Background: an optimization exercise with open tools, aiming at small area, a short achievable clock period and few clock cycles per item. Do not read the settings as production practice. No functional check of the RTL was part of this run. Power figures rest on the tool's default switching activity, not on a simulated workload.

[config.mk]
export PLATFORM = sky130hd
export DESIGN_NAME = proportional_text_layout_top
export DESIGN_NICKNAME = proportional_text_layout_top
export VERILOG_FILES = /design/flow/design.v
export SDC_FILE = /design/flow/constraint.sdc
export NUM_CORES = 4
export LEC_CHECK = 0
export ABC_CLOCK_PERIOD_IN_PS = 2500
export CAP_MARGIN = 20
export CORE_MARGIN = 2
export CORE_UTILIZATION = 40
export CTS_BUF_LIST = sky130_fd_sc_hd__clkbuf_8
export SETUP_SLACK_MARGIN = 2.2
export SLEW_MARGIN = 20
[constraint.sdc]
create_clock -name core_clock -period 5.0 [get_ports {clk}]
set_input_delay 1.0000 -clock core_clock [delete_from_list [all_inputs] [get_ports {clk}]]
set_output_delay 1.0000 -clock core_clock [all_outputs]
set_load 0.01 [all_outputs]
[design.v]
package ptl_pkg;
	localparam int GLYPH_COUNT = 94;
	localparam int FIRST_CODE  = 33;
	localparam int COORD_BITS  = 16;
	localparam int GIDX_BITS = (GLYPH_COUNT > 1) ? $clog2(GLYPH_COUNT) : 1;
	localparam logic [7:0] CHAR_TAB   = 8'h09;
	localparam logic [7:0] CHAR_NL    = 8'h0A;
	localparam logic [7:0] CHAR_SPACE = 8'h20;
	localparam logic [7:0] CHAR_QMARK = 8'h3F;
	localparam logic [2:0] REG_LETTER = 3'd0;
	localparam logic [2:0] REG_WORD   = 3'd1;
	localparam logic [2:0] REG_LINE   = 3'd2;
	localparam logic [2:0] REG_TAB    = 3'd3;
	localparam logic [2:0] REG_START  = 3'd4;
	localparam logic [1:0] CLS_GLYPH = 2'd0;
	localparam logic [1:0] CLS_SPACE = 2'd1;   
	localparam logic [1:0] CLS_NL    = 2'd2;
	localparam logic [1:0] CLS_TAB   = 2'd3;
	function automatic logic [GIDX_BITS-1:0] glyph_of(input logic [7:0] code);
		if (code >= 8'(FIRST_CODE) && code < 8'(FIRST_CODE + GLYPH_COUNT)) begin
			glyph_of = GIDX_BITS'(code - 8'(FIRST_CODE));
		end else begin
			glyph_of = GIDX_BITS'(CHAR_QMARK - 8'(FIRST_CODE));
		end
	endfunction
endpackage
module ptl_div (
	input  logic [7:0] rem,
	input  logic       bit_in,
	input  logic [7:0] divisor,
	output logic [7:0] rem_next
);
	logic [8:0] trial;
	logic [9:0] diff;
	always_comb begin
		trial = {rem, bit_in};
		diff  = {1'b0, trial} - {2'b0, divisor};
		if (!diff[9]) begin
			rem_next = diff[7:0];
		end else begin
			rem_next = trial[7:0];
		end
	end
endmodule
module proportional_text_layout_top (
	input  logic                            clk,
	input  logic                            arst_n,
	input  logic                            in_valid,
	output logic                            in_ready,
	input  logic                            in_kind,
	input  logic                            in_first_of_text,
	input  logic [7:0]                      in_char_code,
	input  logic [6:0]                      in_width_slot,
	input  logic [7:0]                      in_width_value,
	output logic                            out_valid,
	input  logic                            out_ready,
	output logic [ptl_pkg::COORD_BITS-1:0] out_glyph_x,
	output logic [ptl_pkg::COORD_BITS-1:0] out_glyph_y,
	output logic [ptl_pkg::GIDX_BITS-1:0]  out_glyph_index,
	input  logic                            cfg_we,
	input  logic [2:0]                      cfg_index,
	input  logic [15:0]                     cfg_data
);
	localparam int CB = ptl_pkg::COORD_BITS;
	localparam int GB = ptl_pkg::GIDX_BITS;
	logic [7:0]  letter_q, word_q, line_q, tab_q;
	logic [15:0] start_row_q;
	always_ff @(posedge clk or negedge arst_n) begin
		if (!arst_n) begin
			letter_q    <= 8'd1;
			word_q      <= 8'd6;
			line_q      <= 8'd25;
			tab_q       <= 8'd28;
			start_row_q <= 16'd175;
		end else if (cfg_we) begin
			case (cfg_index)
				ptl_pkg::REG_LETTER: letter_q    <= cfg_data[7:0];
				ptl_pkg::REG_WORD:   word_q      <= cfg_data[7:0];
				ptl_pkg::REG_LINE:   line_q      <= cfg_data[7:0];
				ptl_pkg::REG_TAB:    tab_q       <= cfg_data[7:0];
				ptl_pkg::REG_START:  start_row_q <= cfg_data;
				default: ;
			endcase
		end
	end
	logic          s1_v, s1_load;
	logic [GB-1:0] s1_idx;
	logic [7:0]    s1_val;
	logic          sk_v, sk_load;
	logic [GB-1:0] sk_idx;
	logic [7:0]    sk_val;
	logic          accept, in_ready_q;
	logic          in_keep;
	logic [GB-1:0] in_idx;
	logic [7:0]    in_val;
	logic [1:0]    in_cls;
	always_comb begin
		if (in_char_code == ptl_pkg::CHAR_SPACE)    in_cls = ptl_pkg::CLS_SPACE;
		else if (in_char_code == ptl_pkg::CHAR_NL)  in_cls = ptl_pkg::CLS_NL;
		else if (in_char_code == ptl_pkg::CHAR_TAB) in_cls = ptl_pkg::CLS_TAB;
		else                                        in_cls = ptl_pkg::CLS_GLYPH;
	end
	assign in_idx  = in_kind ? in_width_slot : ptl_pkg::glyph_of(in_char_code);
	assign in_val  = in_kind ? in_width_value : {5'd0, in_first_of_text, in_cls};
	assign in_keep = !in_kind || (in_width_slot < 7'(ptl_pkg::GLYPH_COUNT));
	localparam int N = ptl_pkg::GLYPH_COUNT;
	logic [7:0]     ring_q [N];
	logic [GB-1:0]  t_q, t_nx;
	logic           ring_we;
	logic [7:0]     rd_w;
	assign t_nx    = (t_q == GB'(N - 1)) ? '0 : t_q + 1'b1;
	assign ring_we = s1_v && s1_load && (s1_idx == t_q);
	always_ff @(posedge clk) begin
		for (int i = 0; i < N - 1; i++) begin
			ring_q[i] <= ring_q[i+1];
		end
		ring_q[N-1] <= ring_we ? s1_val : ring_q[0];
	end
	logic [GB-1:0] s1_ridx_n;
	assign rd_w = ring_q[s1_idx];
	function automatic logic [GB-1:0] mod_sub(input logic [GB-1:0] a, input logic [GB-1:0] b);
		logic [GB:0] d;
		d = {1'b0, a} - {1'b0, b};
		mod_sub = d[GB] ? d[GB-1:0] + GB'(N) : d[GB-1:0];
	endfunction
	function automatic logic [GB-1:0] mod_add(input logic [GB-1:0] a, input logic [GB-1:0] b);
		logic [GB:0] s;
		s = {1'b0, a} + {1'b0, b};
		mod_add = (s >= (GB+1)'(N)) ? GB'(s - (GB+1)'(N)) : s[GB-1:0];
	endfunction
	logic          src_kind;
	logic [7:0]    src_val;
	assign src_kind = sk_v ? sk_load : in_kind;
	assign src_val  = sk_v ? sk_val : in_val;
	logic [GB-1:0] k1_q, k2_q, p30_q, t_nx2;
	logic          in_range;
	logic [GB-1:0] in_p, s1_idx_d;
	assign t_nx2    = (t_nx == GB'(N - 1)) ? '0 : t_nx + 1'b1;
	assign in_range = !in_char_code[7] && (in_char_code[6:0] >= 7'd33) && (in_char_code[6:0] != 7'd127);
	assign in_p     = !in_range ? p30_q :
		(in_char_code[6:0] >= k1_q) ? in_char_code[6:0] - k1_q : in_char_code[6:0] + k2_q;
	always_ff @(posedge clk) begin
		k1_q  <= t_nx2 + 7'd33;
		k2_q  <= 7'd61 - t_nx2;
		p30_q <= mod_sub(7'd30, t_nx2);
	end
	logic          s2_v, s2_ep;
	logic          s2_gl, s2_sp, s2_nl, s2_tb;   
	logic [GB-1:0] s2_g;
	logic [7:0]    s2_wb;      
	logic [7:0]    s2_d;       
	logic [9:0]    s2_e1;      
	logic [9:0]    s2_zc;      
	logic          zb_q;       
	logic [CB-1:0] y_q;        
	logic          ep_q;       
	logic          s1_first, s1_char;
	logic [1:0]    s1_cls;
	logic          s1_tab0;
	logic [7:0]    s1_d;
	logic [CB-1:0] s1_yb, s1_ynl;
	logic [8:0]    s1_ylo;
	logic [7:0]    s1_yhi_inc;
	assign s1_first = s1_val[2];
	assign s1_cls   = s1_val[1:0];
	assign s1_char  = s1_v && !s1_load;
	assign s1_tab0  = (tab_q == 8'd0);
	always_comb begin
		case (s1_cls)
			ptl_pkg::CLS_GLYPH: s1_d = letter_q;
			ptl_pkg::CLS_SPACE: s1_d = word_q;
			default:            s1_d = tab_q;
		endcase
	end
	assign s1_yb      = s1_first ? start_row_q : y_q;
	assign s1_ylo     = {1'b0, s1_yb[7:0]} + {1'b0, line_q};
	assign s1_yhi_inc = s1_yb[15:8] + 8'd1;
	assign s1_ynl     = !s1_ylo[8] ? {s1_yb[15:8], s1_ylo[7:0]} :
		(&s1_yb[15:8]) ? {CB{1'b1}} : {s1_yhi_inc, s1_ylo[7:0]};
	logic [CB-1:0] x_q;
	logic          z_q;        
	logic [7:0]    sm_q;       
	logic          rv_q;
	logic          div_busy_q, div_fin_q, div_app_q, div_ep_q;
	logic [3:0]    div_cnt_q;
	logic [7:0]    div_t_q;
	logic          out_valid_q;
	logic [CB-1:0] out_x_q, out_y_q;
	logic [GB-1:0] out_idx_q;
	logic ep_ok, div_act, tab_fast, tab_div, out_block, s2_go, s2_free, s1_go, s1_free;
	assign ep_ok     = (s2_ep == ep_q);
	assign div_act   = div_busy_q || div_fin_q || div_app_q;
	assign tab_fast  = zb_q || (rv_q && ep_ok);
	assign tab_div   = s2_tb && !tab_fast;
	assign out_block = s2_gl && out_valid_q && !out_ready;
	assign s2_go     = s2_v && !div_act && !out_block;
	assign s2_free   = !s2_v || s2_go;
	assign s1_go     = s1_v && (s1_load ? (s1_idx == t_q) : s2_free);
	assign s1_free   = !s1_v || s1_go;
	assign in_ready = in_ready_q;
	assign accept   = in_valid && in_ready_q;
	function automatic logic [CB-1:0] pen_add(input logic [CB-1:0] x, input logic [7:0] a,
		input logic [7:0] b, input logic cin);
		logic [8:0] cs_s, cs_c;
		logic [9:0] lo;
		logic [6:0] hi_inc;
		cs_s   = x[8:0] ^ {1'b0, a} ^ {1'b0, b};
		cs_c   = (x[8:0] & {1'b0, a}) | (x[8:0] & {1'b0, b}) | ({1'b0, a} & {1'b0, b});
		lo     = {1'b0, cs_s} + {cs_c, cin};
		hi_inc = x[15:9] + 7'd1;
		if (!lo[9]) begin
			pen_add = {x[15:9], lo[8:0]};
		end else if (&x[15:9]) begin
			pen_add = {CB{1'b1}};
		end else begin
			pen_add = {hi_inc, lo[8:0]};
		end
	endfunction
	logic          amode_q, xk_q, zbn_q;
	logic [CB-1:0] x_adv, x_ctr, x_next, x_k;
	assign x_adv = pen_add(x_q, amode_q ? sm_q : s2_d, div_app_q ? 8'd0 : s2_wb, amode_q);
	assign x_ctr = pen_add(x_q, s2_d, {1'b0, s2_wb[7:1]}, 1'b0);
	assign x_k    = s2_nl ? '0 : s2_gl ? CB'(s2_wb) : CB'(s2_d);
	assign x_next = xk_q ? x_k : x_adv;
	function automatic logic [10:0] add3(input logic [10:0] a, input logic [10:0] b,
		input logic [10:0] c, input logic cin);
		logic [10:0] cs_s, cs_c;
		cs_s = a ^ b ^ c;
		cs_c = (a & b) | (a & c) | (b & c);
		add3 = cs_s + {cs_c[9:0], cin};
	endfunction
	logic [10:0] nw, n0, u1;
	logic [7:0]  sm_red;
	logic        sm_ok;
	logic [10:0] zc_x, n0_s, n0_z, u1_s, u1_z;
	assign zc_x    = {s2_zc[9], s2_zc};
	assign nw      = ~{3'b0, s2_wb};
	assign n0_s    = add3({3'b0, s2_d}, {3'b0, s2_wb}, ~{3'b0, sm_q}, 1'b0);
	assign n0_z    = add3({3'b0, s2_d}, {3'b0, s2_wb}, ~zc_x, 1'b0);
	assign u1_s    = add3({3'b0, sm_q}, {s2_e1[9], s2_e1}, nw, 1'b1);
	assign u1_z    = add3(zc_x, {s2_e1[9], s2_e1}, nw, 1'b1);
	assign n0      = zb_q ? n0_z : n0_s;
	assign u1      = zb_q ? u1_z : u1_s;
	always_comb begin
		sm_ok = 1'b1;
		if (n0[10])       sm_red = ~n0[7:0];
		else if (!u1[10]) sm_red = u1[7:0];
		else begin
			sm_red = sm_q;
			sm_ok  = 1'b0;
		end
	end
	logic [7:0] div_rem_next;
	ptl_div u_div (
		.rem      (sm_q),
		.bit_in   (x_q[4'd15 - div_cnt_q]),
		.divisor  (div_t_q),
		.rem_next (div_rem_next)
	);
	logic s1_v_nx, s1_load_nx, sk_v_nx, z_nx, div_act_nx;
	logic s1_tb_eff, zb_nx, nl_nx;
	assign sk_v_nx     = s1_free ? 1'b0 : (sk_v || (accept && in_keep));
	assign s1_v_nx     = s1_free ? (sk_v || (accept && in_keep)) : 1'b1;
	assign s1_load_nx  = s1_free ? src_kind : s1_load;
	always_comb begin
		if (s1_free) begin
			if (sk_v) s1_idx_d = sk_load ? sk_idx : mod_sub(sk_idx, t_nx);
			else      s1_idx_d = in_kind ? in_width_slot : in_p;
		end else if (!s1_load) begin
			s1_idx_d = (s1_idx == '0) ? GB'(N - 1) : s1_idx - 1'b1;
		end else begin
			s1_idx_d = s1_idx;
		end
	end
	assign div_act_nx  = (s2_go && tab_div) || div_busy_q || div_fin_q;
	assign s1_tb_eff   = (s1_cls == ptl_pkg::CLS_TAB) && !s1_tab0;
	assign zb_nx       = (s2_free && s1_char) ? (s1_first || z_nx) : zb_q;
	assign nl_nx       = s2_free ? (s1_cls == ptl_pkg::CLS_NL) : s2_nl;
	always_comb begin
		z_nx = z_q;
		if (s2_go) begin
			if (s2_nl)      z_nx = 1'b1;
			else if (s2_tb) z_nx = 1'b0;
			else            z_nx = zb_q && ((s2_gl ? s2_wb : s2_d) == 8'd0);
		end
	end
	always_ff @(posedge clk or negedge arst_n) begin
		if (!arst_n) begin
			s1_v        <= 1'b0;
			sk_v        <= 1'b0;
			t_q         <= '0;
			in_ready_q  <= 1'b1;
			s2_v        <= 1'b0;
			zb_q        <= 1'b1;
			zbn_q       <= 1'b0;
			amode_q     <= 1'b0;
			xk_q        <= 1'b1;
			y_q         <= CB'(175);
			x_q         <= '0;
			z_q         <= 1'b1;
			sm_q        <= 8'd27;
			rv_q        <= 1'b1;
			ep_q        <= 1'b0;
			div_busy_q  <= 1'b0;
			div_fin_q   <= 1'b0;
			div_app_q   <= 1'b0;
			div_cnt_q   <= '0;
			out_valid_q <= 1'b0;
		end else begin
			t_q <= t_nx;
			s1_v <= s1_v_nx;
			sk_v <= sk_v_nx;
			in_ready_q <= !sk_v_nx && !(s1_v_nx && !s1_load_nx && div_act_nx);
			zb_q    <= zb_nx;
			zbn_q   <= !zb_nx;
			amode_q <= (s2_free ? s1_tb_eff : s2_tb) || div_fin_q;
			xk_q    <= !div_fin_q && (nl_nx || zb_nx);
			if (s2_free) begin
				s2_v <= s1_char;
				if (s1_char) begin
					y_q  <= (s1_cls == ptl_pkg::CLS_NL) ? s1_ynl : s1_yb;
				end
			end
			z_q <= z_nx;
			if (out_ready) begin
				out_valid_q <= 1'b0;
			end
			if (s2_go) begin
				if (s2_gl) begin
					out_valid_q <= 1'b1;
				end
				if (s2_nl) begin
					x_q  <= x_next;
					sm_q <= tab_q - 8'd1;
					rv_q <= 1'b1;
				end else if (s2_tb) begin
					if (tab_fast) begin
						x_q  <= x_next;
						sm_q <= tab_q - 8'd1;
						rv_q <= ep_ok;
					end else begin
						div_busy_q <= 1'b1;
						div_cnt_q  <= '0;
						sm_q       <= 8'd0;
					end
				end else begin
					x_q  <= x_next;
					sm_q <= sm_red;
					rv_q <= (zb_q || rv_q) && sm_ok && ep_ok;
				end
			end
			if (div_busy_q) begin
				div_cnt_q <= div_cnt_q + 4'd1;
				sm_q      <= div_rem_next;
				if (div_cnt_q == 4'd15) begin
					div_busy_q <= 1'b0;
					div_fin_q  <= 1'b1;
				end
			end
			if (div_fin_q) begin
				div_fin_q <= 1'b0;
				div_app_q <= 1'b1;
				sm_q      <= div_t_q + ~sm_q;
			end
			if (div_app_q) begin
				div_app_q <= 1'b0;
				x_q       <= x_next;
				sm_q      <= tab_q - 8'd1;
				rv_q      <= (div_ep_q == ep_q);
			end
			if (cfg_we && cfg_index == ptl_pkg::REG_TAB) begin
				rv_q <= 1'b0;
				ep_q <= !ep_q;
			end
		end
	end
	always_ff @(posedge clk) begin
		if (s1_free) begin
			s1_load <= src_kind;
			s1_val  <= src_val;
		end
		s1_idx    <= s1_idx_d;
		s1_ridx_n <= ~s1_idx_d;
		if (!s1_free && !sk_v) begin
			sk_load <= in_kind;
			sk_idx  <= in_idx;
			sk_val  <= in_val;
		end
		if (s2_free) begin
			s2_gl <= (s1_cls == ptl_pkg::CLS_GLYPH);
			s2_sp <= (s1_cls == ptl_pkg::CLS_SPACE) || (s1_cls == ptl_pkg::CLS_TAB && s1_tab0);
			s2_nl <= (s1_cls == ptl_pkg::CLS_NL);
			s2_tb <= s1_tb_eff;
			s2_g  <= mod_add(s1_idx, t_q);
			s2_wb <= (s1_cls == ptl_pkg::CLS_GLYPH) ? rd_w : 8'd0;
			s2_d  <= s1_d;
			s2_e1 <= {2'b0, tab_q} - {2'b0, s1_d};
			s2_zc <= {2'b0, tab_q} - 10'd1 + ((s1_cls == ptl_pkg::CLS_GLYPH) ? {2'b0, s1_d} : 10'd0);
			s2_ep <= ep_q;
		end
		if (s2_go && s2_tb && !tab_fast) begin
			div_t_q  <= s2_d;
			div_ep_q <= s2_ep;
		end
		if (s2_go && s2_gl) begin
			out_x_q   <= zbn_q ? x_ctr : CB'(s2_wb[7:1]);
			out_y_q   <= y_q;
			out_idx_q <= s2_g;
		end
	end
	assign out_valid       = out_valid_q;
	assign out_glyph_x     = out_x_q;
	assign out_glyph_y     = out_y_q;
	assign out_glyph_index = out_idx_q;
endmodule
[run.sh]
#!/bin/bash
# synth_recipe.tcl (not shown) runs the flow's synth.tcl, then flattens the netlist and writes it again
# the make line also repeats each setting of config.mk as NAME=value (left out here)
make -C /OpenROAD-flow-scripts/flow DESIGN_CONFIG=/design/flow/config.mk WORK_HOME=/design/flow/orfs CLKGATE_MAP_FILE= SYNTH_SCRIPT=/design/flow/synth_recipe.tcl finish
==> metrics.cfg <==
[run_status]
status=no timing/DRC/antenna violations

[yosys]
yosys_warnings=3
synth-seq-area-share_pct=56.4
async_reset_ff_share_pct=11.3
synthesis.area_mm2=0.0392
synth_area_leaders=dfxtp_1 (40%), edfxtp_1 (9.4%), a22oi_1 (6.3%)
synth_area_leader_cell=dfxtp_1
syn_inst=3449
synth_edf_count=123
ys_types=108
ys.flop_type=dfxtp_1
syn-mean-instance-area_um2=11.4
syn_nets=3703
yosysTopAreaCellShare_pct=39.6
synth_seq_cells=1012

[sta]
rsz0062_at_grt=yes
setup_tns_ps=0
finalSetupViolations=0
tightest_slew_ps=1060
hold_viol_final=0
slew_viol_final=0
max_freq_mhz=284
slew_headroom_pct=29.4
whs_ps=257
post-route-min-period_ps=3520
fin_crit_sh_pct=70.5
finalClockSkew_ps=74.7
finalWorstSetupSlack_ps=1480

[placed_design]
place_inst=4833
dp_hpwl_um=99000
pre_cts_ws_ps=813
place_congestion=1.01
portBuffers=89

[routing]
vias_per_cell=6.00
routed_wirelength_um=156000
ant_nets=0
drt_iter0_markers=4640
drc=0
drt-pass1-iter-count=9
wire_per_inst_um=28.1
vias=33300

[cts]
clock_latency_ps=890
cts_made_buffers=160
ctsHoldBuffers=0
cts_sinks=1012
cts_root_buffer=clkbuf_8
cts_tree=done
htreeDepth=4
cts.reportedPaths.clkPinSlew_ps=70
cts.path.max_buffers=3

[worst_setup_path]
critPathMaxFanout=24
r2r_slack_ps=1480
worstPathRequired_ps=5690
crit_end=s2_wb[3]
worst_ep_arrival_time_ps=4210
timing.setup.critical_path_class=reg2reg
cp-end-kind=flop
reg2reg_from=s1_idx[3]
reg2regPathDepth=13
r2r_end=s2_wb[3]
critPathLaunchType=flop
startpoint=s1_idx[3]

[pwr]
peakVddDrop_v=0.000275
p_leak_uw=0.0215
power_density_mw_per_mm2=373

[global_route]
grt_overflow=0
grt_pass1_vias=32200
antenna_found_initial=7
grt_pass1_wl_um=216000
grt_start_max_net_pins=57
grt_use_total_pct=29.7

[run]
drv_cap=0

[finish]
multi_input_area_mm2=0.0191
utilization_pct=54.7
stdcell_count=5556
final_nets=4403
ff_latch_area_mm2=0.0221
final_layout_size_suffix_gt1_share_pct=33.0
area_growth_pct=35.2
fillers=7903

[floorplan]
rows=114
core_mm2=0.0969
pin_count=90
start_util_pct=40.5
die_x_um=317
die_h_um=317
dieArea_mm2=0.101

[hold_path]
min-delay-path-class=in2async

worst min-delay path by stage:
stage	end	depth (start not counted)	slack, ps
6_report	x_q[8]	1	260
4_1_cts	t_q[2]	1	220
5_1_grt	t_q[2]	1	290
3_5_place_dp	ring_q[46][0]	0	340
3_3_place_gp	ring_q[64][4]	0	330
2_1_floorplan	ring_q[15][5]	0	330
layout by cell type (no fill, tap or decap), drive strengths merged, types with 120 or more instances in the layout:
cell / Yosys / final
edfxtp: 123 / 123
nor2: 200 / 200
nand2: 236 / 238
clkbuf: 50 / 209
ha: 143 / 143
dfxtp: 775 / 775
a22oi: 331 / 331
inv: 200 / 245
o21ai: 120 / 120
buf: 39 / 535
worst max-delay path: stages (launching register included):
cell	delay, ps
edfxtp_1	370
buf_4	150
buf_8	220
nand2b_4	210
buf_4	220
nor3_4	140
buf_12	170
a2111oi_4	350
nand4_1	290
a2111oi_2	470
and3_4	410
buf_6	130
nand2_2	40
a41oi_2	150
metrics by stage:
stage,total power [µW],area (µm²)
final,19800,53000
after global routing,20600,53000
after CTS,19500,50700
after detailed placement,11800,42600
after global placement,11700,42600
after floorplan,11000,39700
flip-flops by register name, indices dropped and copies added (netlist names), 8 cells and up:
register and cells:
letter_q 8, s2_e1 9, sm_q 8, ring_q 752, x_q 16, s2_wb 8
sk_val 8, s2_zc 10, tab_q 8, line_q 8, out_x_q 16, word_q 8
out_y_q 16, y_q 16, s1_val 8, start_row_q 16, s2_d 8, div_t_q 8
layer usage:
layer / up-vias / global-route usage, % / wire length [µm]
met2: 2409 / 42.5 / 64700
met1: 16100 / 38.7 / 61200
met5: - / 0 / 138
met4: 8 / 17.1 / 11100
met3: 746 / 10.4 / 19200
li1: 14100 / - / -
synthesized netlist by cell type, types with 17 or more instances:
| cell | n |
|---|---|
| dfxtp_1 | 775 |
| a22oi_1 | 331 |
| nand2_1 | 235 |
| inv_1 | 200 |
| nor2_1 | 190 |
| ha_1 | 143 |
| edfxtp_1 | 123 |
| o21ai_0 | 115 |
| a21oi_1 | 101 |
| mux2_2 | 89 |
| dfrtp_1 | 84 |
| xnor2_1 | 70 |
| fa_1 | 62 |
| nor3_1 | 61 |
| nand4_1 | 54 |
| clkbuf_1 | 50 |
| nand3_1 | 45 |
| xor2_1 | 41 |
| mux2i_1 | 38 |
| nor2b_1 | 38 |
| nor4_1 | 38 |
| dfstp_2 | 30 |
| buf_2 | 27 |
| a31oi_1 | 26 |
| a211oi_1 | 25 |
| nand2b_1 | 25 |
| o21a_1 | 25 |
| and2_1 | 23 |
| a21o_1 | 22 |
| o211ai_1 | 22 |
| and3_1 | 20 |
| a221oi_1 | 19 |
| a222oi_1 | 17 |
power breakdown:
part | internal [µW] | switching [µW]
clock network | 4040 | 3480
registers | 8490 | 183
logic | 1700 | 1890
layout make-up:
| type | count | share of cell area (%) |
|---|---|---|
| multi-input combinational | 2149 | 36.0 |
| inverter | 202 | 1.49 |
| clock inverter | 81 | 1.12 |
| clock buffer | 208 | 5.40 |
| sequential | 1012 | 41.7 |
| tap | 1276 | 3.01 |
| antenna | 4 | 0.0189 |
| timing repair buffer | 624 | 11.2 |
kinds of logic (layout without fill, tap and decap cells):
kind of cell    count (synthesis)  in the layout  share of synthesized area [%]
simple gates                  843            846                           11.1
mux                           133            133                           3.87
compound gates                850            851                           15.4
buf+inv                       292           1115                           2.99
other cells                     0              4                              0
xor+xnor                      114            114                           2.60
fa+ha+maj                     205            205                           7.73
flops                        1012           1012                           56.4
what timing repair did:
item | 4_1_cts | 5_1_grt
endpoints found under the hold margin | 0 | 0
pin swaps | 205 | 190
setup endpoints to repair | 194 | 112
buffers inserted | 288 | 137
resized for setup | 479 | 263
gates cloned | 4 | 1

port drivers added, routing unchanged:
How much do the figures lean on ideal ports? The routed layout below was timed once more, with nothing changed but the port constraints. Step 1 (the two cells are an assumption about what drives the block):
set clk [get_ports {clk}]
set_driving_cell -lib_cell sky130_fd_sc_hd__clkbuf_16 $clk
set_driving_cell -lib_cell sky130_fd_sc_hd__buf_2 [delete_from_list [all_inputs] $clk]
Step 2 also shifts input and output timing later by t, the mid clock arrival at the registers, as if the neighbouring blocks saw the same clock. Three values: ideal, step 1, step 2; two values: the first two.
t, ns: 0.923
setup WS [ns]: 1.477 / 1.477 / 0.983
latest minus earliest clock arrival (ns): 0.087 / 0.087
worst register clock-pin slew, ns: 0.08 / 0.08
After both steps setup and hold are still met in this run. The setup slack of this run moves by 0.000 ns with the drivers and by -0.494 ns with both steps.
